This design comes from an exercise in tuning for small area on the open sky130 flow, not from production work.
RTL that was checked went through simulation tests only; none was proved equivalent to the original.
No functional check of the RTL was part of runs 2 to 5.
Power and IR drop assume default switching activity.

<file path="flow/design.v">
`default_nettype none
package tnef_pkg;
  localparam logic [31:0] SIGNATURE_WORD = 32'h223E_9F78;
endpackage
`default_nettype wire
`default_nettype none
module tnef_record_deframer_core (
  input  wire logic        clk,
  input  wire logic        rst_n,
  input  wire logic        push,
  output logic             full,
  input  wire logic [7:0]  in_stream_byte,
  input  wire logic        in_restart,
  output logic             empty,
  input  wire logic        pop,
  output logic [1:0]       out_event_kind,
  output logic [31:0]      out_attribute_type,
  output logic [7:0]       out_component,
  output logic [7:0]       out_payload_byte,
  output logic [31:0]      out_record_length,
  output logic             out_last_of_record
);
  localparam logic [2:0] PH_SIG  = 3'd0;
  localparam logic [2:0] PH_KEY  = 3'd1;
  localparam logic [2:0] PH_COMP = 3'd2;
  localparam logic [2:0] PH_TYPE = 3'd3;
  localparam logic [2:0] PH_LEN  = 3'd4;
  localparam logic [2:0] PH_DATA = 3'd5;
  localparam logic [2:0] PH_CSUM = 3'd6;
  localparam logic [2:0] PH_HALT = 3'd7;
  logic [2:0]  phase_r, phase_nxt;
  logic [1:0]  cnt_r, cnt_nxt;
  logic        bad_r, bad_nxt;       
  logic [31:0] left_r;
  logic [15:0] sum_r;
  logic [1:0]  cur_tag_r, wtag;
  logic        cur_used_r;
  logic        take;
  logic [2:0]  eff_phase;
  logic [1:0]  eff_cnt;
  logic [7:0]  b;
  logic [7:0]  sig_byte;
  logic        ev_gen;
  logic [1:0]  ev_kind;
  logic        ev_last;
  assign b         = in_stream_byte;
  assign take      = push & ~full;
  assign eff_phase = in_restart ? PH_SIG : phase_r;
  assign eff_cnt   = in_restart ? 2'd0   : cnt_r;
  always_comb begin
    case (eff_cnt)
      2'd0:    sig_byte = 8'h78;
      2'd1:    sig_byte = 8'h9F;
      2'd2:    sig_byte = 8'h3E;
      default: sig_byte = 8'h22;
    endcase
  end
  always_comb begin
    phase_nxt = eff_phase;
    cnt_nxt   = eff_cnt + 2'd1;
    bad_nxt   = bad_r;
    ev_gen    = 1'b0;
    ev_kind   = 2'd0;
    ev_last   = 1'b0;
    case (eff_phase)
      PH_SIG: begin
        bad_nxt = ((eff_cnt != 2'd0) & bad_r) | (b != sig_byte);
        if (eff_cnt == 2'd3) begin
          if (bad_nxt) begin
            phase_nxt = PH_HALT;
            ev_gen    = 1'b1;
            ev_kind   = 2'd3;
          end else begin
            phase_nxt = PH_KEY;
          end
        end
      end
      PH_KEY: begin
        if (eff_cnt == 2'd1) begin
          cnt_nxt   = 2'd0;
          phase_nxt = PH_COMP;
        end
      end
      PH_COMP: begin
        cnt_nxt   = 2'd0;
        phase_nxt = PH_TYPE;
      end
      PH_TYPE: begin
        if (eff_cnt == 2'd3) phase_nxt = PH_LEN;
      end
      PH_LEN: begin
        if (eff_cnt == 2'd3)
          phase_nxt = ((left_r[23:0] == 24'd0) && (b == 8'd0)) ? PH_COMP : PH_DATA;
      end
      PH_DATA: begin
        cnt_nxt = 2'd0;
        ev_gen  = 1'b1;
        ev_last = (left_r == 32'd1);
        if (ev_last) phase_nxt = PH_CSUM;
      end
      PH_CSUM: begin
        bad_nxt = (b != sum_r[7:0]);
        if (eff_cnt == 2'd1) begin
          ev_gen = 1'b1;
          if (!bad_r && (b == sum_r[15:8])) begin
            phase_nxt = PH_COMP;
            ev_kind   = 2'd1;
          end else begin
            phase_nxt = PH_HALT;
            ev_kind   = 2'd2;
          end
        end
      end
      default: begin
        cnt_nxt = cnt_r;
      end
    endcase
  end
  assign wtag = cur_tag_r + {1'b0, cur_used_r};
  always_ff @(posedge clk) begin
    if (!rst_n) begin
      phase_r    <= PH_SIG;
      cnt_r      <= 2'd0;
      cur_used_r <= 1'b0;
      cur_tag_r  <= 2'd0;
    end else if (take) begin
      phase_r <= phase_nxt;
      cnt_r   <= cnt_nxt;
      if (eff_phase == PH_COMP) begin
        cur_tag_r  <= wtag;
        cur_used_r <= 1'b0;
      end else if (eff_phase == PH_DATA) begin
        cur_used_r <= 1'b1;
      end
    end
  end
  always_ff @(posedge clk) begin
    if (take) begin
      bad_r <= bad_nxt;
      if (eff_phase == PH_DATA) begin
        sum_r <= sum_r + {8'd0, b};
      end else if (eff_phase != PH_CSUM) begin
        sum_r <= 16'd0;
      end
      if (eff_phase == PH_DATA) begin
        left_r <= left_r - 32'd1;
      end else if (eff_phase == PH_LEN) begin
        for (int k = 0; k < 4; k++)
          if (eff_cnt == 2'(k)) left_r[8*k +: 8] <= b;
      end
    end
  end
  logic [7:0]  hcomp_r [4];
  logic [31:0] htype_r [4];
  logic [31:0] hlen_r  [4];
  always_ff @(posedge clk) begin
    if (take) begin
      for (int s = 0; s < 4; s++) begin
        if (eff_phase == PH_COMP && wtag == 2'(s)) hcomp_r[s] <= b;
        for (int k = 0; k < 4; k++) begin
          if (eff_phase == PH_TYPE && cur_tag_r == 2'(s) && eff_cnt == 2'(k)) htype_r[s][8*k +: 8] <= b;
          if (eff_phase == PH_LEN  && cur_tag_r == 2'(s) && eff_cnt == 2'(k)) hlen_r[s][8*k +: 8] <= b;
        end
      end
    end
  end
  logic        wr_en, rd_en;
  logic [1:0]  wr_ptr_r, rd_ptr_r;
  logic [2:0]  count_r;
  logic [1:0]  ekind_r [4];
  logic        elast_r [4];
  logic [7:0]  epay_r  [4];
  logic [1:0]  etag_r  [4];
  assign wr_en = take & ev_gen;
  assign rd_en = pop & ~empty;
  assign full  = count_r[2];
  assign empty = (count_r == 3'd0);
  always_ff @(posedge clk) begin
    if (wr_en) begin
      ekind_r[wr_ptr_r] <= ev_kind;
      elast_r[wr_ptr_r] <= ev_last;
      epay_r[wr_ptr_r]  <= (eff_phase == PH_DATA) ? b : 8'd0;
      etag_r[wr_ptr_r]  <= cur_tag_r;
    end
  end
  always_ff @(posedge clk) begin
    if (!rst_n) begin
      wr_ptr_r <= 2'd0;
      rd_ptr_r <= 2'd0;
      count_r  <= 3'd0;
    end else begin
      if (wr_en) wr_ptr_r <= wr_ptr_r + 2'd1;
      if (rd_en) rd_ptr_r <= rd_ptr_r + 2'd1;
      if (wr_en && !rd_en) count_r <= count_r + 3'd1;
      else if (rd_en && !wr_en) count_r <= count_r - 3'd1;
    end
  end
  logic [1:0] head_tag;
  logic [3:0] hsel;
  assign head_tag = etag_r[rd_ptr_r];
  assign out_event_kind     = ekind_r[rd_ptr_r];
  assign out_last_of_record = elast_r[rd_ptr_r];
  assign out_payload_byte   = epay_r[rd_ptr_r];
  always_comb begin
    for (int s = 0; s < 4; s++)
      hsel[s] = (head_tag == 2'(s)) && (out_event_kind != 2'd3);
    out_component      = '0;
    out_attribute_type = '0;
    out_record_length  = '0;
    for (int s = 0; s < 4; s++) begin
      out_component      = out_component      | ({8{hsel[s]}}  & hcomp_r[s]);
      out_attribute_type = out_attribute_type | ({32{hsel[s]}} & htype_r[s]);
      out_record_length  = out_record_length  | ({32{hsel[s]}} & hlen_r[s]);
    end
  end
endmodule
`default_nettype wire
</file>
<file path="flow/run.sh">
#!/bin/bash
# synth_recipe.tcl (not shown) runs the flow's synth.tcl, then flattens the netlist and writes it again
# the make line also repeats each setting of config.mk as NAME=value (left out here)
make -C /OpenROAD-flow-scripts/flow DESIGN_CONFIG=/design/flow/config.mk WORK_HOME=/design/flow/orfs CLKGATE_MAP_FILE= SYNTH_SCRIPT=/design/flow/synth_recipe.tcl finish
</file>
<file path="flow/constraint.sdc">
create_clock -name core_clock -period 5.0 [get_ports {clk}]
set_input_delay 1.0000 -clock core_clock [delete_from_list [all_inputs] [get_ports {clk}]]
set_output_delay 1.0000 -clock core_clock [all_outputs]
set_load 0.01 [all_outputs]
</file>
<file path="flow/config.mk">
export PLATFORM = sky130hd
export DESIGN_NAME = tnef_record_deframer_core
export DESIGN_NICKNAME = tnef_record_deframer_core
export VERILOG_FILES = /design/flow/design.v
export SDC_FILE = /design/flow/constraint.sdc
export NUM_CORES = 4
export LEC_CHECK = 0
export CAP_MARGIN = 20
export CORE_MARGIN = 2
export CORE_UTILIZATION = 40
export SLEW_MARGIN = 20
</file>
==> results of run 1 <==
## cells in the final DEF, fill, tap and decap left out, drive strengths merged, types with 9 or more instances in the layout
cell	instances
dfxtp	17
a21oi	43
xor2	29
or3	14
edfxtp	389
clkinv	26
nand2	37
buf	41
clkbuf	47
o21ai	18
a221o	72
nor4	10
nor2	84
nor2b	9
and2	18
inv	18
nor3	26
nand3	12
clkdlybuf4s50	89
a22o	73
ha	23
xnor2	27
mux4	13
## power by group through the flow
stage	combinational [mW]	clock, mW	sequential [mW]
2_1_floorplan	1.14	0	3.92
3_3_place_gp	2.12	0	3.96
3_5_place_dp	2.14	0	3.96
4_1_cts	2.14	2.98	3.89
5_1_grt	2.27	3.11	3.90
6_report	2.12	2.92	3.89
## state kept, by name (all words and copies together) (netlist names), 4 cells and up, named ones only
| signal | cells |
|---|---|
| ekind_r | 8 |
| elast_r | 4 |
| epay_r | 32 |
| etag_r | 8 |
| hcomp_r | 32 |
| hlen_r | 128 |
| htype_r | 128 |
| left_r | 32 |
| sum_r | 16 |
## final cells by class
class | instances | area [um^2] | area share, %
clock buffers | 47 | 1070 | 5.46
clock inverters | 30 | 206 | 1.05
well taps | 532 | 666 | 3.39
multi-input cells | 583 | 4340 | 22.1
flip-flops and latches | 406 | 12000 | 61.3
inverters | 16 | 60.1 | 0.306
diodes | 2 | 5.00 | 0.0255
repair buffers | 130 | 1240 | 6.33
## metal layers
metal  vias up  wire length, um
li1       4471                -
met1      4947            16900
met2       267            18500
met3        59             2330
met4         4              822
met5         -               21
## cells by family after synthesis
family,count (synthesis)
flops,406
compound gates,237
buf+inv,66
fa+ha+maj,25
xor+xnor,56
mux,14
simple gates,251
## worst max-delay path by stage
stage                                         end  slack, ns  cells after the start
after floorplan           count_r[2]$_SDFFE_PN0P_       1.00                     14
after global placement    count_r[2]$_SDFFE_PN0P_       0.31                     14
after detailed placement  count_r[2]$_SDFFE_PN0P_       0.23                     14
after CTS                   out_record_length[31]       0.12                      7
after global routing        out_attribute_type[3]     -0.001                      7
final                       out_attribute_type[3]       0.25                      7
## worst reg2reg max path, stage by stage (launching register included)
cell      delay, ns
dfxtp_1        0.40
nor2b_1        0.31
ha_1           0.41
or3_1          0.17
a222oi_1       0.11
a21o_1         0.25
a31oi_1        0.54
ha_1           0.31
inv_1          0.06
fa_1           0.37
xor2_1         0.18
or3_1          0.29
a21boi_0       0.16
## metrics by stage
stage          std cells  total power, mW  hold WS (ns)  instance area, um^2
3_5_place_dp        1667             6.10         0.478                18300
3_3_place_gp        1667             6.08         0.471                18300
4_1_cts             1744             9.01         0.488                19600
2_1_floorplan       1055             5.07         0.444                16600
5_1_grt             1744             9.28         0.497                19600
6_report            1746             8.93         0.485                19600
==> flow_summary.yaml, run 1 <==
floorplan:
  rows: 74
  start_util_pct: 40.5
  dieWidth_um: 208
  die_area_mm2: 0.0431
  io-pin-count: 98
  die_h_um: 208
  coreArea_mm2: 0.0409
drt:
  wirelength_um: 38500
  postRouteAntennaNets: 0
  vias_per_cell: 5.58
  drc: 0
  first_iter_violations: 773
  routedWlPerCell_um: 22.1
  via_count: 9748
  dr.pass1.iters: 5
global_routing:
  grt_max_degree: 59
  grt-busiest-layer: "met2"
  grt_use_total_pct: 17.6
  grt_antenna_before_repair: 5
  grt_use_met3_pct: 3.49
  grt_pass1_vias: 9592
  grt-ovfl-total: 0
  grt_pass1_wl_um: 58300
  met2_usage_pct: 28.9
  grtUsageMet1_pct: 23.8
setup_path:
  cp.required_ns: 4.00
  cp_common_cell: "nand2_1"
  cp.arrival_ns: 3.75
  reg2reg_slack_ns: 1.38
  cp_slowest_cell: "dfxtp_1"
  path_max_fanout: 20
  rr_worst_depth: 12
  r2r-end: "count_r[2]$_SDFFE_PN0P_"
  start_kind: "flip-flop"
  critical_path.reg2reg.startpoint: "cnt_r[0]$_SDFFE_PN0P_"
  cp_cell_sequence: "mux4_2 > nand2_1 > nand2_1 > nor2_4 > buf_4 > a221o_1 > clkdlybuf4s50_1"
  cpLargestDelayFamily: "buffers and inverters"
  cpPeakStageDelay_ns: 0.65
  worst-path-buf-inv: 2
  crit_type: "reg2out"
  end_kind: "output port"
power:
  intPower_mw: 6.53
  power_density_mw_per_mm2: 455
  seq_power_share_pct: 43.6
  irDropWorstVdd_uv: 233
  combPwrFrac_pct: 23.7
  cellLeakagePower_nw: 6.31
  swShare_pct: 26.8
  switchingPower_mw: 2.40
  pwr-share-clk_pct: 32.7
logic_synthesis:
  synthMuxAreaShare_pct: 1.83
  synthesis.nets: 1093
  synth-seq-area-share_pct: 72.5
  synth_compound_gate_area_share_pct: 11.5
  postSynth.asyncResetShare_pct: 0
  synth_top_family_by_area: "compound AO/OA/AOI/OAI gates"
  synth_edf_count: 389
  post-synth-top-count-cell: "edfxtp_1"
  syn-cell-area_mm2: 0.0166
  syn_avg_cell_area_um2: 15.7
  yosysWarningCount: 4
  yosysUniqueCellTypes: 57
  synth.top_cell.area_share_pct: 70.4
  netlist_top_cells_count: "edfxtp_1, nor2_1, a22o_1"
  ys_ff_latch: 406
  synth_area_leader_cell: "edfxtp_1"
  synth_flop_cell: "edfxtp_1"
  synthTopCellsByArea: "edfxtp_1, a221o_1, a22o_1"
  synth-simple-area-share_pct: 7.72
  synth_xor_area_share_pct: 2.96
  synthCells: 1055
  synth_fa_ha_area_share_pct: 1.98
timing:
  setup_violations: 0
  final_hold_viol_count: 0
  fin_crit_ns: 4.75
  maxSlewHeadroom_pct: 40.6
  final_max_slew_viol_count: 0
  tightest_slew_ns: 0.888
  fmaxAchievable_mhz: 210
  worst_slack_ns: 0.246
  finalSetupTns_ns: 0
  clock_skew_ns: 0.0194
  rsz0062_at_grt: "yes"
  finalCritPeriodShare_pct: 95.1
hold_path:
  whs_path_depth: 2
  hold_path.class: "reg2reg"
  holdPathEnd: "cnt_r[1]$_SDFFE_PN0P_"
  worstHoldStart: "cnt_r[1]$_SDFFE_PN0P_"
clock_tree:
  path_clk_slew_ns: 0.06
  postCtsHoldBufs: 0
  cts_resized: 0
  post_cts_buffers: 0
  cts_buffers: 42
  cts.sinks: 406
  cts_tree: "built"
  cts_max_level: 2
  insertion_delay_ns: 0.55
  max-clock-path-buffers: 3
  root_buffer: "clkbuf_16"
final_layout:
  fillers: 3501
  final_util_pct: 47.9
  syn_to_final_growth_pct: 18.2
  drive_above_1_share_pct: 10.6
  final_net_count: 1217
placed_design:
  place_congestion: 0.835
  portBuffers: 97
  place_hpwl_um: 23800
  place_ws_ns: 0.228
status:
  status: "complete, no violations"
flow_run:
  cap_violations: 0
==> run 2: changes to the inputs <==
--- a/flow/design.v
+++ b/flow/design.v
@@ -168,5 +168,5 @@
   logic [1:0]  wr_ptr_r, rd_ptr_r;
   logic [2:0]  count_r;
-  logic [1:0]  ekind_r [4];
+  logic        edata_r [4];    
   logic        elast_r [4];
   logic [7:0]  epay_r  [4];
@@ -178,7 +178,7 @@
   always_ff @(posedge clk) begin
     if (wr_en) begin
-      ekind_r[wr_ptr_r] <= ev_kind;
+      edata_r[wr_ptr_r] <= (eff_phase == PH_DATA);
       elast_r[wr_ptr_r] <= ev_last;
-      epay_r[wr_ptr_r]  <= (eff_phase == PH_DATA) ? b : 8'd0;
+      epay_r[wr_ptr_r]  <= (eff_phase == PH_DATA) ? b : {6'd0, ev_kind};
       etag_r[wr_ptr_r]  <= cur_tag_r;
     end
@@ -198,8 +198,12 @@
   logic [1:0] head_tag;
   logic [3:0] hsel;
-  assign head_tag = etag_r[rd_ptr_r];
-  assign out_event_kind     = ekind_r[rd_ptr_r];
+  logic       head_data;
+  logic [7:0] head_pay;
+  assign head_tag  = etag_r[rd_ptr_r];
+  assign head_data = edata_r[rd_ptr_r];
+  assign head_pay  = epay_r[rd_ptr_r];
+  assign out_event_kind     = head_data ? 2'd0 : head_pay[1:0];
   assign out_last_of_record = elast_r[rd_ptr_r];
-  assign out_payload_byte   = epay_r[rd_ptr_r];
+  assign out_payload_byte   = {head_pay[7:2], head_pay[1:0] & {2{head_data}}};
   always_comb begin
     for (int s = 0; s < 4; s++)
--- a/flow/config.mk
+++ b/flow/config.mk
@@ -8,4 +8,7 @@
 export CAP_MARGIN = 20
 export CORE_MARGIN = 2
-export CORE_UTILIZATION = 40
+export CORE_UTILIZATION = 65
+export CTS_BUF_LIST = sky130_fd_sc_hd__clkbuf_16
+export CTS_CLUSTER_DIAMETER = 60
+export CTS_CLUSTER_SIZE = 30
 export SLEW_MARGIN = 20
==> run 2 against run 1 <==
Against the previous run:
- clock power is 15% lower
- core utilization grew 28 points
- maximum frequency grew 2.2%
- power decreased by 3.5%
- cell count shrank 9.6%
- register-to-register slack improved by 0.07 ns
- area after synthesis shrank 0.75%
- clock skew grew 0.015 ns
- global-route usage up 9.7 points
- synthesized cell count rose by 6.9%
- die area decreased by 38%
- highest routed layer unchanged
==> flow_summary.yaml, run 2 <==
timing:
  maxSlewHeadroom_pct: 36.0
  finalCritPeriodShare_pct: 93.0
  fmaxAchievable_mhz: 215
  finalSetupTns_ns: 0
  worst_slack_ns: 0.349
  setup_violations: 0
  tightest_slew_ns: 0.952
  clock_skew_ns: 0.0345
  final_hold_viol_count: 0
  rsz0062_at_grt: "no"
  fin_crit_ns: 4.65
  final_max_slew_viol_count: 0
setup_path:
  reg2reg_slack_ns: 1.45
  cp_cell_sequence: "buf_4 > mux4_2 > nand3b_1 > nand2b_1 > nor2_4 > buf_12 > a22oi_1 > nand2_1 > clkdlybuf4s50_1"
  cp.arrival_ns: 3.65
  critical_path.reg2reg.startpoint: "cnt_r[0]$_SDFFE_PN0P_"
  crit_type: "reg2out"
  cpLargestDelayFamily: "buffers and inverters"
  end_kind: "output port"
  cp_slowest_cell: "mux4_2"
  worst-path-buf-inv: 3
  rr_worst_depth: 12
  cp.required_ns: 4.00
  cpPeakStageDelay_ns: 0.58
  r2r-end: "count_r[2]$_SDFFE_PN0P_"
  path_max_fanout: 72
  start_kind: "flip-flop"
power:
  power_density_mw_per_mm2: 455
  cellLeakagePower_nw: 6.22
  p_total_mw: 8.62
  irDropWorstVdd_uv: 492
logic_synthesis:
  syn_avg_cell_area_um2: 14.6
  synth_area_leader_cell: "edfxtp_1"
  yosysWarningCount: 4
  synth-seq-area-share_pct: 72.3
  netlist_top_cells_count: "edfxtp_1, a22oi_1, nand2_1"
  synthTopCellsByArea: "edfxtp_1, a22oi_1, nand2_1"
  synth_flop_cell: "edfxtp_1"
  yosysUniqueCellTypes: 56
  syn-cell-area_mm2: 0.0165
  ys_ff_latch: 402
  synthesis.nets: 1166
  synthCells: 1128
  postSynth.asyncResetShare_pct: 0
  synth.top_cell.area_share_pct: 70.2
  post-synth-top-count-cell: "edfxtp_1"
  synth_edf_count: 385
clock_tree:
  cts_buffers: 26
  cts_max_level: 1
  max-clock-path-buffers: 3
  root_buffer: "clkbuf_16"
  cts.sinks: 402
  path_clk_slew_ns: 0.10
  postCtsHoldBufs: 0
  insertion_delay_ns: 0.58
  post_cts_buffers: 0
  cts_resized: 0
  cts_tree: "built"
global_routing:
  grt_max_degree: 73
  grt-busiest-layer: "met2"
  grt_use_met3_pct: 4.01
  grt_pass1_vias: 9546
  grt_use_total_pct: 27.3
  grt_pass1_wl_um: 54900
  grt-ovfl-total: 0
  grtUsageMet1_pct: 39.5
  grt_antenna_before_repair: 1
  met2_usage_pct: 44.8
drt:
  via_count: 10007
  postRouteAntennaNets: 0
  first_iter_violations: 1037
  drc: 0
  vias_per_cell: 6.34
  routedWlPerCell_um: 22.5
  dr.pass1.iters: 5
  wirelength_um: 35500
floorplan:
  die_area_mm2: 0.0266
  start_util_pct: 65.7
  coreArea_mm2: 0.0250
  dieWidth_um: 163
  rows: 58
  die_h_um: 163
  io-pin-count: 98
placed_design:
  portBuffers: 97
  dpl.cell_count: 1530
  place_congestion: 0.888
  place_ws_ns: 0.440
  place_hpwl_um: 21300
final_layout:
  regArea_mm2: 0.0119
  layout_commonest_cell: "edfxtp_1"
  final_net_count: 1266
  fin_cells: 1579
  syn_to_final_growth_pct: 15.0
  most-common-layout-cells: "edfxtp_1, a22oi_1, nand2_1, clkdlybuf4s50_1, nor2_1"
  multi_input_area_mm2: 0.00432
  drive_above_1_share_pct: 8.49
  reg_top3: "hlen_r (128), htype_r (128)"
  fillers: 1551
flow_run:
  cap_violations: 0
hold_path:
  worstHoldStart: "wr_ptr_r[1]$_SDFFE_PN0P_"
  holdPathEnd: "wr_ptr_r[1]$_SDFFE_PN0P_"
  whs_path_depth: 2
  hold_path.class: "reg2reg"
status:
  status: "complete, no violations"
[run 2: stage by stage]
| stage | hold WS, ns | instance area, um^2 | util (%) |
|---|---|---|---|
| finish | 0.515 | 18900 | 75.6 |
| detailed placement | 0.501 | 17900 | 71.4 |
| floorplan | 0.456 | 16500 | - |
| CTS | 0.518 | 18900 | 75.6 |
| global placement | 0.484 | 17900 | 71.4 |
| global route | 0.548 | 18900 | 75.6 |
[run 2: worst max-delay path by stage]
stage / to / cells after the start / from
4_1_cts: out_attribute_type[8] / 9 / flip-flop
2_1_floorplan: count_r[2]$_SDFFE_PN0P_ / 15 / in_restart
3_5_place_dp: count_r[2]$_SDFFE_PN0P_ / 14 / in_restart
5_1_grt: out_record_length[26] / 9 / flip-flop
3_3_place_gp: count_r[2]$_SDFFE_PN0P_ / 14 / in_restart
6_report: out_attribute_type[8] / 9 / flip-flop
[run 2: area by class of cell]
class / instances / area share (%)
clock inverter: 22 / 2.05
timing repair buffer: 121 / 6.24
antenna: 1 / 0.0132
multi-input combinational: 659 / 22.8
tap: 330 / 2.18
clock buffer: 26 / 3.44
sequential: 402 / 62.9
inverter: 18 / 0.357
[run 2: cell families (layout without fill, tap and decap cells)]
group,count (synthesis),in the layout,synth area share (%)
AOI/OAI and AO/OA,246,246,10.3
xor gates and xnor gates,55,55,2.93
adders and majority gates,25,25,1.99
buffers and inverters,67,187,1.60
DFF,402,402,72.3
muxes,16,16,1.75
other,0,1,0
and+or+nand+nor,317,317,9.17
[run 2: layer usage]
metal	share of wire, %	wire, um	vias to the layer above
li1	-	-	4549
met1	41	14500	4961
met2	49	17400	446
met3	8.3	2940	49
met4	1.7	610	2
met5	0.028	10	-
[run 2: worst min-delay path: stages (launching register included)]
cell	delay [ns]
dfxtp_1	0.35
nand2_1	0.06
o21ai_0	0.06
[run 2: report_power, final]
| part | internal [mW] | switching [mW] | total, mW |
|---|---|---|---|
| Combinational | 1.06 | 1.23 | 2.29 |
| Clock | 1.15 | 1.33 | 2.48 |
| Sequential | 3.76 | 0.0882 | 3.85 |
==> run 3: changes to the inputs <==
--- a/flow/config.mk
+++ b/flow/config.mk
@@ -9,6 +9,3 @@
 export CORE_MARGIN = 2
 export CORE_UTILIZATION = 65
-export CTS_BUF_LIST = sky130_fd_sc_hd__clkbuf_16
-export CTS_CLUSTER_DIAMETER = 60
-export CTS_CLUSTER_SIZE = 30
 export SLEW_MARGIN = 20
==> run 3 against run 2 <==
Against the previous run:
- still clean
- worst setup slack improved by 0.0033 ns
- core utilization increased by 1.2 points
- synthesized cell count did not move
- clock power grew 23%
- area after synthesis stayed put
- sequential power about the same
- critical path depth did not move
- critical endpoint is now out_component[7]
- highest routed layer unchanged
==> flow_summary.yaml, run 3 <==
drt:
  vias_per_cell: 6.30
  routedWlPerCell_um: 22.3
  first_iter_violations: 1090
  drc: 0
  via_count: 10084
  dr.pass1.iters: 7
  postRouteAntennaNets: 0
  wirelength_um: 35600
timing:
  clock_skew_ns: 0.0113
  finalCritPeriodShare_pct: 92.9
  rsz0062_at_grt: "no"
  maxSlewHeadroom_pct: 30.2
  fmaxAchievable_mhz: 215
  finalSetupTns_ns: 0
  tightest_slew_ns: 1.04
  fin_crit_ns: 4.65
  final_hold_viol_count: 0
  setup_violations: 0
  final_max_slew_viol_count: 0
  fin_hold_ws_ns: 0.511
setup_path:
  rr_worst_depth: 12
  start_kind: "flip-flop"
  worst-path-buf-inv: 3
  end_kind: "output port"
  cp.depth: 9
  cpPeakStageDelay_ns: 0.58
  cp.arrival_ns: 3.65
  cp_cell_sequence: "buf_4 > mux4_2 > nand3b_1 > nand2b_1 > nor2_4 > buf_12 > a22oi_1 > nand2_1 > clkdlybuf4s50_1"
  crit_type: "reg2out"
  cp_slowest_cell: "mux4_2"
  cp.required_ns: 4.00
  cpLargestDelayFamily: "buffers and inverters"
  path_max_fanout: 72
hold_path:
  hold_path.class: "reg2reg"
  whs_path_depth: 2
floorplan:
  start_util_pct: 65.7
  rows: 58
  die_h_um: 163
  dieWidth_um: 163
  io-pin-count: 98
  die_area_mm2: 0.0266
  coreArea_mm2: 0.0250
logic_synthesis:
  yosysUniqueCellTypes: 56
  synth-seq-area-share_pct: 72.3
  syn_avg_cell_area_um2: 14.6
  postSynth.asyncResetShare_pct: 0
  synth.top_cell.area_share_pct: 70.2
  synthCells: 1128
  syn-cell-area_mm2: 0.0165
  yosysWarningCount: 4
  synth_edf_count: 385
  post-synth-top-count-cell: "edfxtp_1"
  synthTopCellsByArea: "edfxtp_1, a22oi_1, nand2_1"
  synthesis.nets: 1166
  ys_ff_latch: 402
  synth_area_leader_cell: "edfxtp_1"
  netlist_top_cells_count: "edfxtp_1, a22oi_1, nand2_1"
  synth_flop_cell: "edfxtp_1"
clock_tree:
  cts_resized: 0
  root_buffer: "clkbuf_16"
  cts_tree: "built"
  postCtsHoldBufs: 0
  cts_buffers: 39
  cts_max_level: 2
  max-clock-path-buffers: 3
  post_cts_buffers: 0
  path_clk_slew_ns: 0.06
  insertion_delay_ns: 0.53
  cts.sinks: 402
power:
  irDropWorstVdd_uv: 424
  intPower_mw: 6.69
  switchingPower_mw: 2.52
  combPwrFrac_pct: 24.9
  seq_power_share_pct: 41.8
  swShare_pct: 27.4
  pwr-share-clk_pct: 33.2
  cellLeakagePower_nw: 6.39
  power_density_mw_per_mm2: 479
global_routing:
  grt_max_degree: 73
  grt_antenna_before_repair: 1
  grt_pass1_vias: 9697
  grt-ovfl-total: 0
  grt_pass1_wl_um: 55000
  grt_use_total_pct: 27.5
final_layout:
  fillers: 1493
  antennaDiodeCount: 0
  drive_above_1_share_pct: 8.97
  reg_top3: "hlen_r (128), htype_r (128)"
  syn_to_final_growth_pct: 16.9
  most-common-layout-cells: "edfxtp_1, a22oi_1, nand2_1, clkdlybuf4s50_1, nor2_1"
  final_net_count: 1279
  regArea_mm2: 0.0119
  layout_commonest_cell: "edfxtp_1"
  multi_input_area_mm2: 0.00432
placed_design:
  place_congestion: 0.888
  place_hpwl_um: 21300
  portBuffers: 97
flow_run:
  cap_violations: 0
status:
  status: "complete, no violations"
run 3: cell counts after synthesis:
Identical to the previous run, type by type.
run 3: area by class of cell:
type                            instances  share of cell area, %
Clock inverter                         19                   1.33
Sequential cell                       402                   61.9
Tap cell                              330                   2.15
Clock buffer                           52                   5.70
Inverter                               18                  0.351
Timing Repair Buffer                  121                   6.14
Multi-Input combinational cell        659                   22.5
run 3: routing by layer:
layer | track usage (%) | part of all wire, % | wire [um] | vias to the layer above
li1 | - | - | - | 4587
met1 | 39.4 | 42 | 14800 | 5013
met2 | 44.5 | 49 | 17400 | 427
met3 | 5.05 | 7.9 | 2830 | 55
met4 | 6.96 | 1.7 | 612 | 2
met5 | 0 | 0.028 | 10 | -
run 3: cells by family (layout without fill, tap and decap cells):
logic type                 after synthesis  after routing  share of synthesized area [%]
and+or+nand+nor                        317            317                           9.17
adders and majority gates               25             25                           1.99
DFF                                    402            402                           72.3
muxes                                   16             16                           1.75
AOI/OAI and AO/OA                      246            246                           10.3
buffers and inverters                   67            210                           1.60
xor gates and xnor gates                55             55                           2.93
run 3: path summary, 6_finish.rpt:
path              slack, ns                        to                startpoint
setup / recovery       0.35          out_component[7]                 flip-flop
hold / removal         0.51  wr_ptr_r[1]$_SDFFE_PN0P_  wr_ptr_r[1]$_SDFFE_PN0P_
setup reg to reg       1.41   count_r[2]$_SDFFE_PN0P_     cnt_r[0]$_SDFFE_PN0P_
hold reg to reg        0.51  wr_ptr_r[1]$_SDFFE_PN0P_  wr_ptr_r[1]$_SDFFE_PN0P_
run 3: worst register-to-register path: cells and delay by family, from the launching register on:
family,cells,cell delay (ns)
compound gates,4,1.01
buf+inv,1,0.08
simple gates,3,1.09
flops,1,0.41
fa+ha+maj,3,0.87
xor+xnor,1,0.07
run 3: power groups by stage:
| stage | logic [mW] | registers [mW] | clock network [mW] |
|---|---|---|---|
| 2_1_floorplan | 1.20 | 3.88 | 0 |
| 3_3_place_gp | 2.26 | 3.92 | 0 |
| 3_5_place_dp | 2.28 | 3.92 | 0 |
| 4_1_cts | 2.29 | 3.85 | 3.09 |
| 5_1_grt | 2.48 | 3.86 | 3.22 |
| 6_report | 2.30 | 3.85 | 3.06 |
run 3: stage by stage:
step / instance area (um^2) / setup slack [ns] / power (mW) / std cells / util [%]
2_1_floorplan: 16500 / 1.02 / 5.08 / 1128 / -
3_3_place_gp: 17900 / 0.551 / 6.18 / 1530 / 71.4
3_5_place_dp: 17900 / 0.440 / 6.20 / 1530 / 71.4
4_1_cts: 19200 / 0.384 / 9.23 / 1601 / 76.8
5_1_grt: 19200 / 0.164 / 9.56 / 1601 / 76.8
6_report: 19200 / 0.353 / 9.21 / 1601 / 76.8
==> run 4: changes to the inputs <==
--- a/flow/design.v
+++ b/flow/design.v
@@ -171,5 +171,7 @@
   logic        elast_r [4];
   logic [7:0]  epay_r  [4];
-  logic [1:0]  etag_r  [4];
+  logic        eadv_r  [4];    
+  logic [1:0]  head_tag_r;     
+  logic [1:0]  head_tag;
   assign wr_en = take & ev_gen;
   assign rd_en = pop & ~empty;
@@ -181,24 +183,27 @@
       elast_r[wr_ptr_r] <= ev_last;
       epay_r[wr_ptr_r]  <= (eff_phase == PH_DATA) ? b : {6'd0, ev_kind};
-      etag_r[wr_ptr_r]  <= cur_tag_r;
+      eadv_r[wr_ptr_r]  <= (eff_phase == PH_DATA) & ~cur_used_r;
     end
   end
   always_ff @(posedge clk) begin
     if (!rst_n) begin
-      wr_ptr_r <= 2'd0;
-      rd_ptr_r <= 2'd0;
+      wr_ptr_r   <= 2'd0;
+      rd_ptr_r   <= 2'd0;
+      head_tag_r <= 2'd3;
       count_r  <= 3'd0;
     end else begin
       if (wr_en) wr_ptr_r <= wr_ptr_r + 2'd1;
-      if (rd_en) rd_ptr_r <= rd_ptr_r + 2'd1;
+      if (rd_en) begin
+        rd_ptr_r   <= rd_ptr_r + 2'd1;
+        head_tag_r <= head_tag;
+      end
       if (wr_en && !rd_en) count_r <= count_r + 3'd1;
       else if (rd_en && !wr_en) count_r <= count_r - 3'd1;
     end
   end
-  logic [1:0] head_tag;
   logic [3:0] hsel;
   logic       head_data;
   logic [7:0] head_pay;
-  assign head_tag  = etag_r[rd_ptr_r];
+  assign head_tag  = head_tag_r + {1'b0, eadv_r[rd_ptr_r]};
   assign head_data = edata_r[rd_ptr_r];
   assign head_pay  = epay_r[rd_ptr_r];
--- a/flow/config.mk
+++ b/flow/config.mk
@@ -9,3 +9,6 @@
 export CORE_MARGIN = 2
 export CORE_UTILIZATION = 65
+export CTS_BUF_LIST = sky130_fd_sc_hd__clkbuf_16
+export CTS_CLUSTER_DIAMETER = 60
+export CTS_CLUSTER_SIZE = 30
 export SLEW_MARGIN = 20
==> run 4 against run 3 <==
Against the previous run:
- cell count fell by 1.7%
- sequential share of layout area rose by 1.1 points
- hold slack got worse by 0.024 ns
- critical path type unchanged
- power rose by 1.5%
- largest cell class unchanged
- clock skew rose by 0.0068 ns
- clock-buffer cell count fell by 27
- clock power fell by 25%
- still clean
- synthesized cell count barely moved
- worst setup slack improved by 0.055 ns
- combinational power rose by 42%
- first-iteration DRC count rose by 14%
==> flow_summary.yaml, run 4 <==
drt:
  vias_per_cell: 6.28
  drc: 0
  dr.pass1.iters: 6
  routedWlPerCell_um: 22.3
  postRouteAntennaNets: 0
  first_iter_violations: 1239
  wirelength_um: 35100
  via_count: 9880
logic_synthesis:
  yosysUniqueCellTypes: 56
  syn_avg_cell_area_um2: 14.6
  synth_top_family_by_area: "simple AND/OR/NAND/NOR gates"
  synthCells: 1127
  synth_flop_cell: "edfxtp_1"
  postSynth.asyncResetShare_pct: 0
  syn-cell-area_mm2: 0.0164
  synthMuxAreaShare_pct: 1.69
  synthTopCellsByArea: "edfxtp_1, a22oi_1, nand2_1"
  synth_xor_area_share_pct: 2.98
  synth_area_leader_cell: "edfxtp_1"
  synth_fa_ha_area_share_pct: 1.92
  synthesis.nets: 1164
  synth_edf_count: 381
  synth_compound_gate_area_share_pct: 9.90
  synth-simple-area-share_pct: 9.95
  ys_ff_latch: 400
  netlist_top_cells_count: "edfxtp_1, a22oi_1, nand2_1"
  yosysWarningCount: 4
  synth.top_cell.area_share_pct: 69.6
  post-synth-top-count-cell: "edfxtp_1"
  synth-seq-area-share_pct: 71.9
setup_path:
  end_kind: "output port"
  worst-path-buf-inv: 2
  path_max_fanout: 72
  start_kind: "flip-flop"
  crit_type: "reg2out"
  cp_cell_sequence: "mux4_2 > ha_1 > nand2b_1 > nor2_4 > buf_12 > a22oi_1 > nand2_1 > clkdlybuf4s50_1"
  cp.arrival_ns: 3.59
  cp.required_ns: 4.00
  cp_slowest_cell: "dfxtp_1"
  cpLargestDelayFamily: "buffers and inverters"
  cpPeakStageDelay_ns: 0.68
timing:
  final_max_slew_viol_count: 0
  finalSetupTns_ns: 0
  tightest_slew_ns: 0.938
  clock_skew_ns: 0.0181
  fmaxAchievable_mhz: 218
  maxSlewHeadroom_pct: 36.9
  finalCritPeriodShare_pct: 91.8
  setup_violations: 0
  final_hold_viol_count: 0
  fin_crit_ns: 4.59
  rsz0062_at_grt: "no"
clock_tree:
  post_cts_buffers: 0
  cts_tree: "built"
  cts_max_level: 1
  max-clock-path-buffers: 3
  insertion_delay_ns: 0.56
  postCtsHoldBufs: 0
  path_clk_slew_ns: 0.10
  cts_buffers: 25
  cts.sinks: 400
  cts_resized: 0
  root_buffer: "clkbuf_16"
global_routing:
  grt_use_met3_pct: 3.41
  grt-ovfl-total: 0
  grt_pass1_vias: 9460
  met2_usage_pct: 43.4
  grt_max_degree: 73
  grtUsageMet1_pct: 39.1
  grt_antenna_before_repair: 2
  grt-busiest-layer: "met2"
  grt_pass1_wl_um: 54200
  grt_use_total_pct: 26.9
placed_design:
  place_hpwl_um: 21900
  dpl.cell_count: 1529
  place_congestion: 0.870
  portBuffers: 97
floorplan:
  start_util_pct: 65.8
  io-pin-count: 98
  die_area_mm2: 0.0266
  dieWidth_um: 163
  rows: 58
  die_h_um: 163
  coreArea_mm2: 0.0250
power:
  swShare_pct: 32.7
  irDropWorstVdd_uv: 340
  switchingPower_mw: 3.06
  seq_power_share_pct: 40.8
  combPwrFrac_pct: 34.8
  pwr-share-clk_pct: 24.4
  power_density_mw_per_mm2: 498
  cellLeakagePower_nw: 6.22
  intPower_mw: 6.29
flow_run:
  cap_violations: 0
status:
  status: "complete, no violations"
final_layout:
  fillers: 1578
  final_net_count: 1263
  drive_above_1_share_pct: 8.37
  most-common-layout-cells: "edfxtp_1, a22oi_1, nand2_1, clkdlybuf4s50_1, nor2_1"
  antennaDiodeCount: 0
  syn_to_final_growth_pct: 14.3
  layout_commonest_cell: "edfxtp_1"
  fin_cells: 1573
  reg_top3: "hlen_r (128), htype_r (128)"
  final_util_pct: 75.2
hold_path:
  hold_path.class: "reg2reg"
run 4: cell count changes after synthesis, moves of 4 or more:
cell / delta
a21oi_2: -4
nand2_1: +8
nand3_1: -5
nor3_1: -6
buf_2: -8
or4_1: +5
o21a_1: -5
xor2_1: +4
edfxtp_1: -4
or3_1: -4
o21ai_0: -4
clkbuf_1: +10
run 4: per-stage QoR:
stage / setup WS, ns / hold WS [ns] / cell area [um^2] / power, mW
3_5_place_dp: 0.618 / 0.472 / 17900 / 7.14
5_1_grt: 0.235 / 0.508 / 18800 / 9.75
6_report: 0.408 / 0.487 / 18800 / 9.35
2_1_floorplan: 0.770 / 0.447 / 16400 / 5.47
3_3_place_gp: 0.768 / 0.463 / 17900 / 7.11
4_1_cts: 0.374 / 0.489 / 18800 / 9.39
run 4: layer usage:
metal	share of wire (%)	routed length, um
met1	42	14600
met2	48	17000
met3	7.2	2510
met4	2.8	981
met5	0	0
run 4: power groups by stage:
stage / clock network [mW] / registers (mW) / logic, mW
after floorplan: 0 / 3.86 / 1.62
after global placement: 0 / 3.88 / 3.22
after detailed placement: 0 / 3.89 / 3.25
after CTS: 2.30 / 3.81 / 3.27
after global routing: 2.42 / 3.82 / 3.51
final: 2.28 / 3.81 / 3.26
run 4: worst register-to-register path: stages, from the launching register on:
cell and delay (ns):
dfxtp_1 0.43, nand2b_1 0.16, inv_1 0.14, ha_1 0.18
buf_4 0.16, nor3_1 0.06, o211ai_1 0.19, a221oi_1 0.09
or2_2 0.34, a31oi_1 0.26, ha_1 0.22, inv_1 0.06
fa_1 0.38, xor2_1 0.19, or3_1 0.30, a21boi_0 0.15
run 4: logic make-up after synthesis:
family          count (synthesis)
buf+inv                        68
compound gates                236
fa+ha+maj                      24
xor+xnor                       56
flops                         400
mux                            14
simple gates                  329
run 4: worst paths after layout:
check                                  start                         end  slack [ns]  depth (start not counted)
setup / recovery                   flip-flop            out_component[3]        0.41                          8
hold / removal    head_tag_r[0]$_SDFFE_PN1P_  head_tag_r[0]$_SDFFE_PN1P_        0.49                          2
setup reg to reg       cnt_r[0]$_SDFFE_PN0P_     count_r[2]$_SDFFE_PN0P_        1.64                         15
hold reg to reg   head_tag_r[0]$_SDFFE_PN1P_  head_tag_r[0]$_SDFFE_PN1P_        0.49                          2
run 4: final cells by class:
cell class	count	area (um^2)	share of cell area, %
clock inverter	19	277	1.47
sequential	400	11800	62.9
clock buffer	25	626	3.33
multi-input combinational	659	4380	23.3
timing repair buffer	123	1200	6.41
tap	330	413	2.20
inverter	17	63.8	0.340
==> run 5: changes to the inputs <==
==> flow/flow/run.sh (new file) <==
#!/bin/bash
# Standard layout, with the port buffers inserted as the smallest buffer cell.
set -euo pipefail
bash standard.sh BUFFER_PORTS_ARGS="-buffer_cell sky130_fd_sc_hd__buf_1" finish > standard_flow.log 2>&1
==> flow/standard.sh (new file) <==
#!/bin/bash
# synth_recipe.tcl (not shown) runs the flow's synth.tcl, then flattens the netlist and writes it again
# the make line also repeats each setting of config.mk as NAME=value (left out here)
make -C /OpenROAD-flow-scripts/flow DESIGN_CONFIG=/design/flow/config.mk WORK_HOME=/design/flow/orfs CLKGATE_MAP_FILE= SYNTH_SCRIPT=/design/flow/synth_recipe.tcl "${@:-finish}"
removed: flow/run.sh
==> run 5 against run 4 <==
Against the previous run:
- sequential share of layout area increased by 1.7 points
- cell area decreased by 2.6%
- die area unchanged
- largest power group unchanged
- critical endpoint is now out_record_length[24]
- still clean
- clock skew about the same
- global-route usage decreased by 0.49 points
- sequential power about the same
- first-iteration DRC count decreased by 21%
- critical path depth increased by 1
- synthesized cell count unchanged
- core utilization decreased by 2.0 points
==> flow_summary.yaml, run 5 <==
status:
  status: "complete, no violations"
timing:
  fin_hold_ws_ns: 0.489
  final_max_slew_viol_count: 0
  final_hold_viol_count: 0
  fmaxAchievable_mhz: 230
  setup_violations: 0
  finalCritPeriodShare_pct: 87.0
  fin_crit_ns: 4.35
  clock_skew_ns: 0.0183
  rsz0062_at_grt: "no"
  maxSlewHeadroom_pct: 39.2
  finalSetupTns_ns: 0
  tightest_slew_ns: 0.903
logic_synthesis:
  yosysUniqueCellTypes: 56
  post-synth-top-count-cell: "edfxtp_1"
  synth_area_leader_cell: "edfxtp_1"
  syn-cell-area_mm2: 0.0164
  synth_xor_area_share_pct: 2.98
  postSynth.asyncResetShare_pct: 0
  netlist_top_cells_count: "edfxtp_1, a22oi_1, nand2_1"
  syn_avg_cell_area_um2: 14.6
  ys_ff_latch: 400
  synth.top_cell.area_share_pct: 69.6
  synthCells: 1127
  synth-simple-area-share_pct: 9.95
  synth-seq-area-share_pct: 71.9
  synthTopCellsByArea: "edfxtp_1, a22oi_1, nand2_1"
  synth_top_family_by_area: "simple AND/OR/NAND/NOR gates"
  synth_fa_ha_area_share_pct: 1.92
  synth_edf_count: 381
  synthesis.nets: 1164
  yosysWarningCount: 4
  synth_flop_cell: "edfxtp_1"
  synth_compound_gate_area_share_pct: 9.90
  synthMuxAreaShare_pct: 1.69
power:
  seq_power_share_pct: 43.1
  combPwrFrac_pct: 28.8
  pwr-share-clk_pct: 28.1
  swShare_pct: 34.9
  cellLeakagePower_nw: 6.01
  power_density_mw_per_mm2: 484
  switchingPower_mw: 3.09
  intPower_mw: 5.77
  irDropWorstVdd_uv: 420
setup_path:
  start_kind: "flip-flop"
  cpPeakStageDelay_ns: 0.57
  path_max_fanout: 46
  rr_worst_depth: 16
  critical_path.reg2reg.startpoint: "cnt_r[0]$_SDFFE_PN0P_"
  crit_type: "reg2out"
  reg2reg_slack_ns: 1.59
  cp_cell_sequence: "buf_4 > mux4_2 > nand3b_1 > nand2_1 > nor2_4 > buf_4 > a22oi_1 > nand2_1 > buf_1"
  cp_slowest_cell: "dfxtp_1"
  r2r-end: "count_r[2]$_SDFFE_PN0P_"
  cp.required_ns: 4.00
  end_kind: "output port"
  cp.arrival_ns: 3.35
clock_tree:
  cts_resized: 0
  post_cts_buffers: 0
  root_buffer: "clkbuf_16"
  max-clock-path-buffers: 3
  cts.sinks: 400
  cts_buffers: 27
  postCtsHoldBufs: 0
  insertion_delay_ns: 0.57
  cts_tree: "built"
  cts_max_level: 1
  path_clk_slew_ns: 0.09
floorplan:
  rows: 58
  start_util_pct: 65.8
  coreArea_mm2: 0.0250
  io-pin-count: 98
  die_area_mm2: 0.0266
  die_h_um: 163
  dieWidth_um: 163
global_routing:
  grt_pass1_wl_um: 53000
  grt-ovfl-total: 0
  grt_max_degree: 73
  grt_antenna_before_repair: 0
  grt_use_total_pct: 26.4
  grt_pass1_vias: 9336
placed_design:
  place_congestion: 0.883
  place_hpwl_um: 21200
  portBuffers: 97
final_layout:
  multi_input_area_mm2: 0.00438
  fillers: 1623
  drive_above_1_share_pct: 8.70
  reg_top3: "hlen_r (128), htype_r (128)"
  final_net_count: 1260
  syn_to_final_growth_pct: 11.3
  most-common-layout-cells: "edfxtp_1, a22oi_1, nand2_1, buf_1, nor2_1"
  layout_commonest_cell: "edfxtp_1"
  antennaDiodeCount: 0
  regArea_mm2: 0.0118
drt:
  vias_per_cell: 6.16
  first_iter_violations: 979
  via_count: 9691
  postRouteAntennaNets: 0
  wirelength_um: 34500
  dr.pass1.iters: 5
  drc: 0
  routedWlPerCell_um: 21.9
flow_run:
  cap_violations: 0
hold_path:
  worstHoldStart: "head_tag_r[0]$_SDFFE_PN1P_"
  holdPathEnd: "head_tag_r[0]$_SDFFE_PN1P_"
  hold_path.class: "reg2reg"
  whs_path_depth: 2
## run 5: area by class of cell
| cell class | instances | share of cell area [%] |
|---|---|---|
| inverters | 17 | 0.349 |
| repair buffers | 118 | 3.18 |
| clock buffers | 27 | 3.69 |
| clock inverters | 21 | 1.94 |
| well taps | 330 | 2.26 |
| multi-input cells | 659 | 23.9 |
| flip-flops and latches | 400 | 64.6 |
## run 5: routing by layer
metal / GRT usage, % / vias up / wire, um
met5: 0 / - / 0
met4: 8.17 / 0 / 929
met3: 3.59 / 61 / 2430
met2: 42.9 / 336 / 16900
met1: 37.8 / 4758 / 14200
li1: - / 4536 / -
## run 5: cell families (layout without fill, tap and decap cells)
group	Yosys count	after routing
simple gates	329	329
flops	400	400
buf+inv	68	183
fa+ha+maj	24	24
compound gates	236	236
mux	14	14
xor+xnor	56	56
## run 5: how the worst max path moves through the flow
stage,startpoint,endpoint,slack (ns),depth (start not counted)
floorplan,in_restart,count_r[2]$_SDFFE_PN0P_,0.77,16
global placement,in_restart,count_r[2]$_SDFFE_PN0P_,0.81,16
detailed placement,in_restart,count_r[2]$_SDFFE_PN0P_,0.72,16
CTS,flip-flop,out_record_length[24],0.56,9
global route,flip-flop,out_record_length[24],0.39,9
finish,flip-flop,out_record_length[24],0.65,9
## run 5: critical path: cells and delay by family, from the launching register on
family | cells | cell delay [ns]
AOI/OAI and AO/OA | 1 | 0.18
and+or+nand+nor | 4 | 0.55
muxes | 1 | 0.56
buffers and inverters | 3 | 0.89
DFF | 1 | 0.57
## run 5: power groups by stage
stage               logic [mW]  registers, mW  clock network, mW
CTS                       2.57           3.81               2.53
finish                    2.55           3.81               2.49
global route              2.80           3.83               2.65
detailed placement        2.55           3.89                  0
floorplan                 1.62           3.86                  0
global placement          2.53           3.89                  0
## run 5: through the flow
step	cell area (um^2)	instances	worst slack (ns)	util, %	total power, mW
after floorplan	16400	1127	0.770	-	5.47
after global placement	17300	1524	0.811	69.1	6.42
after detailed placement	17300	1524	0.716	69.1	6.44
after CTS	18300	1572	0.564	73.3	8.91
after global routing	18300	1572	0.394	73.3	9.28
final	18300	1572	0.652	73.3	8.86
==> run 6: changes to the inputs <==
--- a/flow/design.v
+++ b/flow/design.v
@@ -91,5 +91,5 @@
       PH_LEN: begin
         if (eff_cnt == 2'd3)
-          phase_nxt = ((left_r[23:0] == 24'd0) && (b == 8'd0)) ? PH_COMP : PH_DATA;
+          phase_nxt = ((left_r[31:8] == 24'd0) && (b == 8'd0)) ? PH_COMP : PH_DATA;
       end
       PH_DATA: begin
@@ -146,21 +146,15 @@
         left_r <= left_r - 32'd1;
       end else if (eff_phase == PH_LEN) begin
-        for (int k = 0; k < 4; k++)
-          if (eff_cnt == 2'(k)) left_r[8*k +: 8] <= b;
-      end
-    end
-  end
-  logic [7:0]  hcomp_r [4];
-  logic [31:0] htype_r [4];
-  logic [31:0] hlen_r  [4];
-  always_ff @(posedge clk) begin
-    if (take) begin
-      for (int s = 0; s < 4; s++) begin
-        if (eff_phase == PH_COMP && wtag == 2'(s)) hcomp_r[s] <= b;
-        for (int k = 0; k < 4; k++) begin
-          if (eff_phase == PH_TYPE && cur_tag_r == 2'(s) && eff_cnt == 2'(k)) htype_r[s][8*k +: 8] <= b;
-          if (eff_phase == PH_LEN  && cur_tag_r == 2'(s) && eff_cnt == 2'(k)) hlen_r[s][8*k +: 8] <= b;
-        end
-      end
+        left_r <= {b, left_r[31:8]};
+      end
+    end
+  end
+  logic [71:0] hdr_r [4];
+  logic        hdr_byte;
+  assign hdr_byte = (eff_phase == PH_COMP) || (eff_phase == PH_TYPE) || (eff_phase == PH_LEN);
+  always_ff @(posedge clk) begin
+    for (int s = 0; s < 4; s++) begin
+      if (take && hdr_byte && (((eff_phase == PH_COMP) ? wtag : cur_tag_r) == 2'(s)))
+        hdr_r[s] <= {b, hdr_r[s][71:8]};
     end
   end
@@ -218,7 +212,7 @@
     out_record_length  = '0;
     for (int s = 0; s < 4; s++) begin
-      out_component      = out_component      | ({8{hsel[s]}}  & hcomp_r[s]);
-      out_attribute_type = out_attribute_type | ({32{hsel[s]}} & htype_r[s]);
-      out_record_length  = out_record_length  | ({32{hsel[s]}} & hlen_r[s]);
+      out_component      = out_component      | ({8{hsel[s]}}  & hdr_r[s][7:0]);
+      out_attribute_type = out_attribute_type | ({32{hsel[s]}} & hdr_r[s][39:8]);
+      out_record_length  = out_record_length  | ({32{hsel[s]}} & hdr_r[s][71:40]);
     end
   end
--- a/flow/config.mk
+++ b/flow/config.mk
@@ -9,6 +9,6 @@
 export CORE_MARGIN = 2
 export CORE_UTILIZATION = 65
-export CTS_BUF_LIST = sky130_fd_sc_hd__clkbuf_16
-export CTS_CLUSTER_DIAMETER = 60
-export CTS_CLUSTER_SIZE = 30
+export CTS_BUF_LIST = sky130_fd_sc_hd__clkbuf_8
+export CTS_CLUSTER_DIAMETER = 50
+export CTS_CLUSTER_SIZE = 20
 export SLEW_MARGIN = 20
==> run 6 against run 5 <==
Against the previous run:
- still clean on timing, DRC and antenna
- global-route usage fell by 2.4 points
- clock skew grew 0.0075 ns
- sequential power grew 2%
- hold slack got worse by 0.039 ns
- die area shrank 0.39%
- synthesized cell count fell by 0.89%
- via count shrank 1.7%
- area after synthesis shrank 0.40%
- cell area fell by 1.3%
- critical endpoint is now out_record_length[7]
==> flow_summary.yaml, run 6 <==
status:
  status: "complete, no violations"
placed_design:
  portBuffers: 97
  place_hpwl_um: 19400
  placedInstanceArea_mm2: 0.0173
  place_congestion: 0.867
logic_synthesis:
  yosysWarningCount: 2
  post-synth-top-count-cell: "edfxtp_1"
  netlist_top_cells_count: "edfxtp_1, a22oi_1, nand2_1"
  synthCells: 1117
  synth_edf_count: 381
  synth_area_leader_cell: "edfxtp_1"
  synthTopCellsByArea: "edfxtp_1, a22oi_1, nand2_1"
  syn-cell-area_mm2: 0.0164
  synthesis.nets: 1153
  postSynth.asyncResetShare_pct: 0
  syn_avg_cell_area_um2: 14.7
  ys_ff_latch: 400
  yosysUniqueCellTypes: 58
  synth-seq-area-share_pct: 72.2
  synth.top_cell.area_share_pct: 69.9
  synth_flop_cell: "edfxtp_1"
final_layout:
  fillers: 1662
  reg_top3: "hdr_r (288), epay_r (32), left_r (32)"
  layout_commonest_cell: "edfxtp_1"
  final_net_count: 1264
  regMostFlops: "hdr_r"
  fin_area_mm2: 0.0181
  most-common-layout-cells: "edfxtp_1, a22oi_1, nand2_1, buf_1"
  drive_above_1_share_pct: 9.34
  antennaDiodeCount: 0
  largest_reg_flops: 288
  syn_to_final_growth_pct: 10.3
clock_tree:
  cts_max_level: 2
  insertion_delay_ns: 0.55
  path_clk_slew_ns: 0.10
  cts_resized: 0
  cts_buffers: 37
  postCtsHoldBufs: 0
  root_buffer: "clkbuf_8"
  post_cts_buffers: 0
  cts.sinks: 400
  cts_tree: "built"
  max-clock-path-buffers: 3
flow_run:
  cap_violations: 0
timing:
  fmaxAchievable_mhz: 219
  fin_hold_ws_ns: 0.450
  tightest_slew_ns: 0.880
  final_max_slew_viol_count: 0
  maxSlewHeadroom_pct: 41.2
  finalCritPeriodShare_pct: 91.2
  setup_violations: 0
  final_hold_viol_count: 0
  fin_crit_ns: 4.56
  rsz0062_at_grt: "no"
  clock_skew_ns: 0.0258
setup_path:
  end_kind: "output port"
  cp.required_ns: 4.00
  crit_type: "reg2out"
  start_kind: "flip-flop"
  cp.arrival_ns: 3.56
  path_max_fanout: 27
floorplan:
  coreArea_mm2: 0.0250
  io-pin-count: 98
  die_h_um: 163
  rows: 58
  die_area_mm2: 0.0265
  dieWidth_um: 163
  start_util_pct: 65.6
drt:
  via_count: 9525
  vias_per_cell: 6.02
  postRouteAntennaNets: 0
  first_iter_violations: 919
  drc: 0
  wirelength_um: 31700
  routedWlPerCell_um: 20.0
  dr.pass1.iters: 5
global_routing:
  grt_use_total_pct: 24.0
  grt_pass1_wl_um: 49300
  grt_pass1_vias: 9302
  grt_antenna_before_repair: 0
  grt_max_degree: 78
  grt-ovfl-total: 0
power:
  p_total_mw: 9.13
  power_density_mw_per_mm2: 506
  irDropWorstVdd_uv: 395
  cellLeakagePower_nw: 5.94
hold_path:
  hold_path.class: "reg2reg"
-- run 6: changes by cell type in the layout (fill, tap and decap cells not counted), moves of 8 or more --
cell / previous run / this run
a21oi_1: 43 / 19
nand2_1: 114 / 130
nor2_1: 81 / 44
clkbuf_8: 0 / 37
buf_1: 89 / 97
clkbuf_2: 8 / 0
o21ai_0: 18 / 44
clkbuf_16: 27 / 0
-- run 6: report_power, final --
group	switching [mW]	internal, mW	total, mW
combinational	2.11	1.14	3.24
clock	1.14	0.855	1.99
sequential	0.112	3.78	3.90
-- run 6: layout make-up --
| class | instances | area [um^2] | share of cell area (%) |
|---|---|---|---|
| Inverter | 17 | 63.8 | 0.353 |
| Tap cell | 330 | 413 | 2.29 |
| Timing Repair Buffer | 124 | 679 | 3.76 |
| Multi-Input combinational cell | 648 | 4320 | 23.9 |
| Clock buffer | 37 | 509 | 2.82 |
| Clock inverter | 27 | 253 | 1.40 |
| Sequential cell | 400 | 11800 | 65.5 |
-- run 6: cells by family (layout without fill, tap and decap cells) --
family	after synthesis	in the layout	share of synthesized area, %
xor+xnor	56	56	3.00
flops	400	400	72.2
compound gates	245	245	10.3
simple gates	310	310	9.15
mux	14	14	1.71
buf+inv	69	205	1.81
fa+ha+maj	23	23	1.85
-- run 6: worst paths after layout --
path                                             start                       to  slack [ns]  cells after the start
worst min register to register  hdr_r[3][68]$_DFFE_PP_   hdr_r[3][60]$_DFFE_PP_        0.45                      0
worst max-delay path                         flip-flop     out_record_length[7]        0.44                      8
worst min-delay path            hdr_r[3][68]$_DFFE_PP_   hdr_r[3][60]$_DFFE_PP_        0.45                      0
worst max register to register   cnt_r[0]$_SDFFE_PN0P_  count_r[2]$_SDFFE_PN0P_        1.64                     12
-- run 6: layer usage --
layer	up-vias	track usage [%]	routed length, um
met5	-	0	0
met4	0	6.72	637
met3	43	3.44	1630
met1	4691	33.5	13600
met2	267	40.3	15800
li1	4524	-	-
-- run 6: worst max-delay path: stages, from the launching register on --
cell and delay [ns]:
dfxtp_1 0.66, mux4_2 0.39, ha_1 0.27, xnor2_1 0.23, nor2_4 0.71, buf_4 0.35, a22oi_1 0.09, nand2_1 0.14
buf_1 0.16
-- run 6: through the flow --
| stage | util, % | instances | setup WS (ns) | setup TNS [ns] |
|---|---|---|---|---|
| after floorplan | - | 1117 | -0.341 | -96.25 |
| after global placement | 69.3 | 1519 | 1.00 | 0 |
| after detailed placement | 69.3 | 1519 | 0.910 | 0 |
| after CTS | 72.3 | 1583 | 0.396 | 0 |
| after global routing | 72.3 | 1583 | 0.227 | 0 |
| final | 72.3 | 1583 | 0.442 | 0 |
==> run 7: changes to the inputs <==
--- a/flow/config.mk
+++ b/flow/config.mk
@@ -9,6 +9,6 @@
 export CORE_MARGIN = 2
 export CORE_UTILIZATION = 65
-export CTS_BUF_LIST = sky130_fd_sc_hd__clkbuf_8
-export CTS_CLUSTER_DIAMETER = 50
-export CTS_CLUSTER_SIZE = 20
+export CTS_BUF_LIST = sky130_fd_sc_hd__clkbuf_16
+export CTS_CLUSTER_DIAMETER = 60
+export CTS_CLUSTER_SIZE = 30
 export SLEW_MARGIN = 20
==> run 7 against run 6 <==
Against the previous run:
- combinational power about the same
- critical path depth unchanged
- maximum frequency decreased by 0.18%
- wire length increased by 0.96%
- global-route usage increased by 0.13 points
- worst setup slack got worse by 0.0083 ns
- power increased by 5.7%
==> flow_summary.yaml, run 7 <==
status:
  status: "complete, no violations"
logic_synthesis:
  synthCells: 1117
  yosysUniqueCellTypes: 58
  synth.top_cell.area_share_pct: 69.9
  syn_avg_cell_area_um2: 14.7
  synthTopCellsByArea: "edfxtp_1, a22oi_1, nand2_1"
  synth_flop_cell: "edfxtp_1"
  synth_edf_count: 381
  synthesis.nets: 1153
  netlist_top_cells_count: "edfxtp_1, a22oi_1, nand2_1"
  post-synth-top-count-cell: "edfxtp_1"
  postSynth.asyncResetShare_pct: 0
  ys_ff_latch: 400
  synth-seq-area-share_pct: 72.2
  yosysWarningCount: 2
  synth_area_leader_cell: "edfxtp_1"
  syn-cell-area_mm2: 0.0164
final_layout:
  layout_commonest_cell: "edfxtp_1"
  largest_reg_flops: 288
  final_net_count: 1255
  fin_cells: 1571
  regMostFlops: "hdr_r"
  reg_top3: "hdr_r (288), epay_r (32), left_r (32)"
  drive_above_1_share_pct: 8.94
  fin_area_mm2: 0.0183
  most-common-layout-cells: "edfxtp_1, a22oi_1, nand2_1, buf_1"
  antennaDiodeCount: 0
  syn_to_final_growth_pct: 12.0
drt:
  first_iter_violations: 847
  via_count: 9607
  postRouteAntennaNets: 0
  dr.pass1.iters: 5
  vias_per_cell: 6.12
  routedWlPerCell_um: 20.3
  wirelength_um: 32000
  drc: 0
setup_path:
  reg2reg_slack_ns: 1.62
  cp.arrival_ns: 3.57
  cp_slowest_cell: "nor2_4"
  start_kind: "flip-flop"
  path_max_fanout: 27
  cp.required_ns: 4.00
  cp.depth: 8
  worst-path-buf-inv: 2
  rr_worst_depth: 12
  r2r-end: "count_r[2]$_SDFFE_PN0P_"
  cp_cell_sequence: "mux4_2 > ha_1 > xnor2_1 > nor2_4 > buf_4 > a22oi_1 > nand2_1 > buf_1"
  cpPeakStageDelay_ns: 0.70
  cpLargestDelayFamily: "simple AND/OR/NAND/NOR gates"
  crit_path_end: "out_attribute_type[19]"
  end_kind: "output port"
  crit_type: "reg2out"
  critical_path.reg2reg.startpoint: "cnt_r[0]$_SDFFE_PN0P_"
floorplan:
  rows: 58
  dieWidth_um: 163
  die_h_um: 163
  start_util_pct: 65.6
  coreArea_mm2: 0.0250
  die_area_mm2: 0.0265
  io-pin-count: 98
power:
  power_density_mw_per_mm2: 526
  cellLeakagePower_nw: 6.05
  irDropWorstVdd_uv: 483
global_routing:
  grt_use_met3_pct: 3.03
  met2_usage_pct: 41.5
  grt_pass1_wl_um: 50100
  grt_use_total_pct: 24.2
  grtUsageMet1_pct: 33.9
  grt-busiest-layer: "met2"
  grt-ovfl-total: 0
  grt_antenna_before_repair: 0
  grt_max_degree: 78
  grt_pass1_vias: 9349
placed_design:
  place_hpwl_um: 19400
  placedInstanceArea_mm2: 0.0173
  place_congestion: 0.867
  place_ws_ns: 0.910
  dpl.cell_count: 1519
  portBuffers: 97
hold_path:
  hold_path.class: "reg2reg"
clock_tree:
  cts_buffers: 28
  path_clk_slew_ns: 0.09
  cts_max_level: 1
  postCtsHoldBufs: 0
  cts_resized: 0
  post_cts_buffers: 0
  max-clock-path-buffers: 3
  root_buffer: "clkbuf_16"
  cts.sinks: 400
  insertion_delay_ns: 0.56
  cts_tree: "built"
timing:
  tightest_slew_ns: 0.883
  final_hold_viol_count: 0
  maxSlewHeadroom_pct: 41.0
  fin_crit_ns: 4.57
  finalCritPeriodShare_pct: 91.3
  fmaxAchievable_mhz: 219
  setup_violations: 0
  clock_skew_ns: 0.0208
  rsz0062_at_grt: "no"
  final_max_slew_viol_count: 0
  worst_slack_ns: 0.434
flow_run:
  cap_violations: 0
[run 7: changes by cell type in the layout (fill, tap and decap cells not counted), sizes merged]
cell / delta
clkbuf: -8
bufinv: -2
clkinvlp: -2
inv: +3
clkinv: -3
[run 7: worst min-delay path by stage]
stage                            from                     end  slack (ns)  depth (start not counted)
2_1_floorplan   hdr_r[0][8]$_DFFE_PP_   hdr_r[0][0]$_DFFE_PP_        0.43                          0
3_3_place_gp   hdr_r[1][47]$_DFFE_PP_  hdr_r[1][39]$_DFFE_PP_        0.43                          0
3_5_place_dp   hdr_r[2][11]$_DFFE_PP_   hdr_r[2][3]$_DFFE_PP_        0.43                          0
4_1_cts        hdr_r[2][67]$_DFFE_PP_  hdr_r[2][59]$_DFFE_PP_        0.45                          0
5_1_grt        hdr_r[3][39]$_DFFE_PP_  hdr_r[3][31]$_DFFE_PP_        0.45                          0
6_report       hdr_r[0][60]$_DFFE_PP_  hdr_r[0][52]$_DFFE_PP_        0.45                          0
[run 7: per-layer routing]
metal  part of all wire, %  up-vias  wire length (um)
met2                    51      267             16200
met3                   5.1       39              1640
li1                      -     4520                 -
met4                   1.7        0               528
met1                    42     4781             13600
met5                     0        -                 0
[run 7: where the power goes]
group          switching [mW]  internal, mW  total, mW
sequential              0.112          3.78       3.90
clock                    1.32          1.19       2.50
combinational            2.11          1.14       3.25
total                    3.54          6.11       9.64
[run 7: logic make-up (layout without fill, tap and decap cells)]
family / Yosys count / after routing / synth area share [%]
DFF: 400 / 400 / 72.2
and+or+nand+nor: 310 / 310 / 9.15
AOI/OAI and AO/OA: 245 / 245 / 10.3
buffers and inverters: 69 / 193 / 1.81
xor gates and xnor gates: 56 / 56 / 3.00
adders and majority gates: 23 / 23 / 1.85
muxes: 14 / 14 / 1.71
[run 7: metrics by stage]
step                      util (%)  setup TNS [ns]  power (mW)  hold slack (ns)
after global routing          73.5               0        10.2            0.446
after floorplan                  -          -96.25        6.02            0.427
after CTS                     73.5               0        9.73            0.449
after detailed placement      69.3               0        7.23            0.432
after global placement        69.3               0        7.16            0.428
final                         73.5               0        9.64            0.447
[run 7: layout make-up]
class	instances	area (um^2)
clock inverter	23	318
fill	1625	6630
multi-input combinational	648	4320
sequential	400	11800
clock buffer	29	726
tap	330	413
timing repair buffer	124	679
inverter	17	63.8

==> afterwards: timing with drivers on the ports <==
In the flow no input, the clock included, has a driving cell. The finished layouts below were timed again as built, in two steps.
Step 1 sets driving cells, clkbuf_16 on the clock port and buf_2 on the other inputs (assumed; they add their load-dependent delay and slew).
Step 2 moves the port delays by t, midway between the first and last clock arrival at a register: inputs arrive t later, outputs are due t later. That takes back most of the time a late clock gives input paths.
Slacks: ideal / step 1 / step 2; pairs: ideal / step 1.
run | t (ns) | setup WS [ns] | slew at the worst register clock pin (ns) | worst data-port slew with drivers (ns)
run 1 | 0.600 | 0.246 / 0.188 / 0.129 | 0.07 / 0.07 | 0.09
run 2 | 0.616 | 0.349 / 0.298 / 0.335 | 0.11 / 0.11 | 0.08
run 3 | 0.573 | 0.353 / 0.302 / 0.313 | 0.06 / 0.06 | 0.08
run 4 | 0.593 | 0.408 / 0.361 / 0.533 | 0.11 / 0.11 | 0.04
run 5 | 0.609 | 0.652 / 0.601 / 0.633 | 0.10 / 0.10 | 0.05
run 6 | 0.588 | 0.442 / 0.393 / 0.910 | 0.10 / 0.10 | 0.06
run 7 | 0.599 | 0.434 / 0.386 / 0.912 | 0.09 / 0.09 | 0.05
After both steps setup and hold are still met in every run listed. The setup slack of run 1, which loses most, moves by -0.058 ns with the drivers and by -0.117 ns with both steps.
